This design comes from an exercise in tuning for small area on the open sky130 flow, not from production work. In this exercise RTL edits were held to simulation tests only and were not proved equivalent to the original. No activity file was given, so power comes from the tool's default toggle rates.

the baseline:
Design adxl345_reader, start of the top module:
module adxl345_reader (
    input  logic                  CLK,
    input  logic                  RESET,
    input  adxl_pkg::word_addr_t  raddr,
    output logic [31:0]           rdata,
    input  logic [6:0]            i2c_address,
    input  logic                  interval_enable,
    input  logic [31:0]           interval_cycles,
    input  logic                  single_request,
    output logic                  single_done,
    output adxl_pkg::byte_t       m_axis_tdata,
    output logic [7:0]            m_axis_tuser,
    output logic                  m_axis_tvalid,
    output logic                  m_axis_tlast,
    input  logic                  m_axis_tready,
    input  adxl_pkg::byte_t       s_axis_tdata,
    input  logic                  s_axis_tvalid,
    input  logic                  s_axis_tlast,
    output logic                  s_axis_tready
);
    localparam int NB = 58;
    logic tv, s1, s0;
    logic st_len, st_ptr, st_read, st_rx;
    logic busy, rx_fire;
    assign st_len        = tv & ~s0;
    assign st_ptr        = tv & s0 & ~s1;
    assign st_read       = tv & s1;
    assign st_rx         = ~tv & s1;
    assign busy          = tv | s1;
    assign m_axis_tvalid = tv;
    assign m_axis_tlast  = s0;
    assign m_axis_tdata  = {2'b00, s1, s1, s1, 1'b0, s1, ~s0};
    assign s_axis_tready = st_rx;
    assign rx_fire       = st_rx & s_axis_tvalid;
    logic [19:0] count;
    logic        pending;
    logic        req;
    logic        single_q;
    logic        fire;
    logic        rst_q;
    assign fire = !busy && !req && (pending || (interval_enable && (rst_q || count == 20'd0)));
    always_ff @(posedge CLK) begin
        if (RESET) begin
            req     <= 1'b0;
            pending <= 1'b0;
        end else begin
            req     <= fire;
            pending <= single_request | (pending & ~fire);
        end
    end
    always_ff @(posedge CLK) begin
        if (busy || !interval_enable || fire) begin
            count <= interval_cycles[19:0];      
        end else begin
            count <= count - 20'd1;
        end
    end
    always_ff @(posedge CLK) begin
  ...
For scale: roughly 1100 cells after synthesis, about 530 flip-flops.
clock: 10.0 ns
lec_check: 0
cap_margin: 20
core_margin: 2
core_utilization: 55
place_density: 0.7
slew_margin: 20
standard.sh (not shown) runs the stock make flow with config.mk's settings and CLKGATE_MAP_FILE= SYNTH_SCRIPT=/design/flow/synth_recipe.tcl, a recipe that flattens the netlist after the stock synthesis.
==> flow/flow/run.sh <==
#!/bin/bash
# Layout flow: the standard flow (standard.sh) with
#  - an area-oriented ABC mapping in synthesis (flow/synth.tcl); registers are
#    mapped before ABC, so they are the standard synthesis's, and
#    match_names.py gives them the standard synthesis's instance names;
#  - the smallest buffer on the ports;
#  - a clock tree of clkbuf_8 leaf buffers without dummy loads.
set -euo pipefail
W=$(pwd)
R=$W/orfs/results/$FLOW_PLATFORM/adxl345_reader/base
KNOBS=(
  BUFFER_PORTS_ARGS="-buffer_cell sky130_fd_sc_hd__buf_1"
  CTS_ARGS="-sink_clustering_enable -repair_clock_nets -sink_clustering_size 10 -sink_clustering_max_diameter 50 -buf_list sky130_fd_sc_hd__clkbuf_4 -dont_use_dummy_load"
)
# standard synthesis, kept for its register names
bash standard.sh synth > "$W/std_synth.log" 2>&1
cp "$R/1_2_yosys.v" "$W/std_synth.v"
rm -f "$R/1_2_yosys.v" "$R/1_synth.odb" "$R/1_synth.sdc"
# area-oriented synthesis
bash standard.sh SYNTH_SCRIPT="$W/flow/synth.tcl" "${KNOBS[@]}" "$R/1_2_yosys.v" > "$W/area_synth.log" 2>&1
python3 "$W/flow/match_names.py" "$W/std_synth.v" "$R/1_2_yosys.v" > "$W/match_names.log" 2>&1
bash standard.sh SYNTH_SCRIPT="$W/flow/synth.tcl" "${KNOBS[@]}" finish > "$W/standard.log" 2>&1
Other scripts of this flow, unchanged in this note and not shown: flow/flow/match_names.py, flow/flow/synth.tcl
Inputs modified between the baseline and the candidate:
# the baseline
export LEC_CHECK = 0
export CAP_MARGIN = 20
export CORE_MARGIN = 2
export CORE_UTILIZATION = 55
export PLACE_DENSITY = 0.7
export SLEW_MARGIN = 20
create_clock -name core_clock -period 10.0 [get_ports {CLK}]
# the candidate
export LEC_CHECK = 0
export CAP_MARGIN = 20
export CORE_MARGIN = 2
export CORE_UTILIZATION = 40
export GPL_TIMING_DRIVEN = 0
export SLEW_MARGIN = 20
create_clock -name core_clock -period 10.0 [get_ports {CLK}]
Results
The candidate: no failed stages, no open violations at the end
Looking only at worst-case hold slack, and setting everything else aside, the lower value of the candidate and the baseline goes to the candidate.
| growth of design area from synthesis to finish | higher: the candidate |
From the baseline to the candidate, number of distinct library cells after synthesis did not move at all.
The candidate vs the baseline — fraction of power spent switching nets rose 0.50 points.
Going from the baseline to the candidate, post-route fraction of the period consumed by the critical path climbed 2.6 points, via-per-instance ratio lost 9.7%, overall routing resource usage decreased by 5.6 points relative to the old numbers.
rdata[0] as the critical path capture point was reported by the candidate, and rdata[15] by the baseline.

adxl345_reader again, from the RTL that the note above started with.
Settings: LEC_CHECK=0, CAP_MARGIN=20, CORE_MARGIN=2, CORE_UTILIZATION=50, SLEW_MARGIN=20; clock period 10.0 ns.
Scripts as last shown in full above: flow/flow/run.sh
Other scripts of this flow, unchanged in this note and not shown: flow/flow/match_names.py, flow/flow/synth.tcl
Edit:
--- a/flow/flow/run.sh
+++ b/flow/flow/run.sh
@@ -13 +13 @@
-  CTS_ARGS="-sink_clustering_enable -repair_clock_nets -sink_clustering_size 10 -sink_clustering_max_diameter 50 -buf_list sky130_fd_sc_hd__clkbuf_4 -dont_use_dummy_load"
+  CTS_ARGS="-sink_clustering_enable -repair_clock_nets -sink_clustering_size 18 -sink_clustering_max_diameter 100 -buf_list sky130_fd_sc_hd__clkbuf_8 -dont_use_dummy_load"
Settings changed: CORE_UTILIZATION 50 to 40.
After rerunning: The changed run finished clean. Cell count grows by 4.5%. Final area grows by 0.92%. Fmax grows by 1.8%.
Edit:
--- a/flow/flow/run.sh
+++ b/flow/flow/run.sh
@@ -13 +13 @@
-  CTS_ARGS="-sink_clustering_enable -repair_clock_nets -sink_clustering_size 18 -sink_clustering_max_diameter 100 -buf_list sky130_fd_sc_hd__clkbuf_8 -dont_use_dummy_load"
+  CTS_ARGS="-sink_clustering_enable -repair_clock_nets -sink_clustering_size 10 -sink_clustering_max_diameter 50 -buf_list sky130_fd_sc_hd__clkbuf_4 -dont_use_dummy_load"
Result: The changed run produced a clean layout; via count went up slightly; non-clock buffer count does not change; wire length is about the same; worst setup slack is worse by 120 ps; total power went down slightly; final area hardly moves; die area stays the same; final cell count went up slightly; global-route usage went up by 0.23 points.
Edit:
--- a/flow/flow/run.sh
+++ b/flow/flow/run.sh
@@ -13 +13 @@
-  CTS_ARGS="-sink_clustering_enable -repair_clock_nets -sink_clustering_size 10 -sink_clustering_max_diameter 50 -buf_list sky130_fd_sc_hd__clkbuf_4 -dont_use_dummy_load"
+  CTS_ARGS="-sink_clustering_enable -repair_clock_nets -sink_clustering_size 14 -sink_clustering_max_diameter 80 -buf_list {sky130_fd_sc_hd__clkbuf_4 sky130_fd_sc_hd__clkbuf_8} -dont_use_dummy_load"
The new run completed with no timing, DRC or antenna violations.
Sequential power is about the same.
Worst hold slack is better by 9.4 ps.
Worst setup slack is better by 140 ps.
Cell area went up by 0.68%.
Edit:
--- a/flow/flow/run.sh
+++ b/flow/flow/run.sh
@@ -13 +13 @@
-  CTS_ARGS="-sink_clustering_enable -repair_clock_nets -sink_clustering_size 14 -sink_clustering_max_diameter 80 -buf_list {sky130_fd_sc_hd__clkbuf_4 sky130_fd_sc_hd__clkbuf_8} -dont_use_dummy_load"
+  CTS_ARGS="-sink_clustering_enable -repair_clock_nets -sink_clustering_size 20 -sink_clustering_max_diameter 60 -buf_list sky130_fd_sc_hd__clkbuf_8 -dont_use_dummy_load"
What happened: Worst setup slack stays flat. Hold slack gets worse by 69 ps. Total power drops by 1.8%. First-iteration DRC count climbs by 2.5%. Design area drops by 0.39%. Area after synthesis is unchanged. Routed wire length drops by 0.53%. Clock skew climbs by 7.1 ps.

re-timing with driven ports:
In the flow no input, the clock included, has a driving cell. The finished layouts below were timed again as built, in two steps. Step 1 (the two cells are an assumption about what drives the block):
set clk [get_ports {CLK}]
set_driving_cell -lib_cell sky130_fd_sc_hd__clkbuf_16 $clk
set_driving_cell -lib_cell sky130_fd_sc_hd__buf_2 [delete_from_list [all_inputs] $clk]
Step 2 times the ports against the registers' clock, not the clock port: input delays grow and output delays shrink by t, the midpoint of the rising clock arrivals with the driver on. a / b / c = ideal / step 1 / step 2; a / b = the first two.
run | t, ns | slack for setup (ns) | worst setup path at the end | cell pins on the clock port's net
the baseline | 0.755 | 4.185 / 4.139 / 4.894 | register to output | 1
the candidate | 0.838 | 3.921 / 3.873 / 4.710 | register to output | 1
the first run of note 2 | 0.824 | 4.083 / 4.036 / 4.860 | register to output | 1
the second run of note 2 | 0.619 | 4.185 / 4.135 / 4.754 | register to output | 1
the third run of note 2 | 0.866 | 4.065 / 4.015 / 4.881 | register to output | 1
the fourth run of note 2 | 0.653 | 4.203 / 4.154 / 4.807 | register to output | 1
the fifth run of note 2 | 0.640 | 4.202 / 4.153 / 4.793 | register to output | 1
After both steps setup and hold are still met in every run listed.
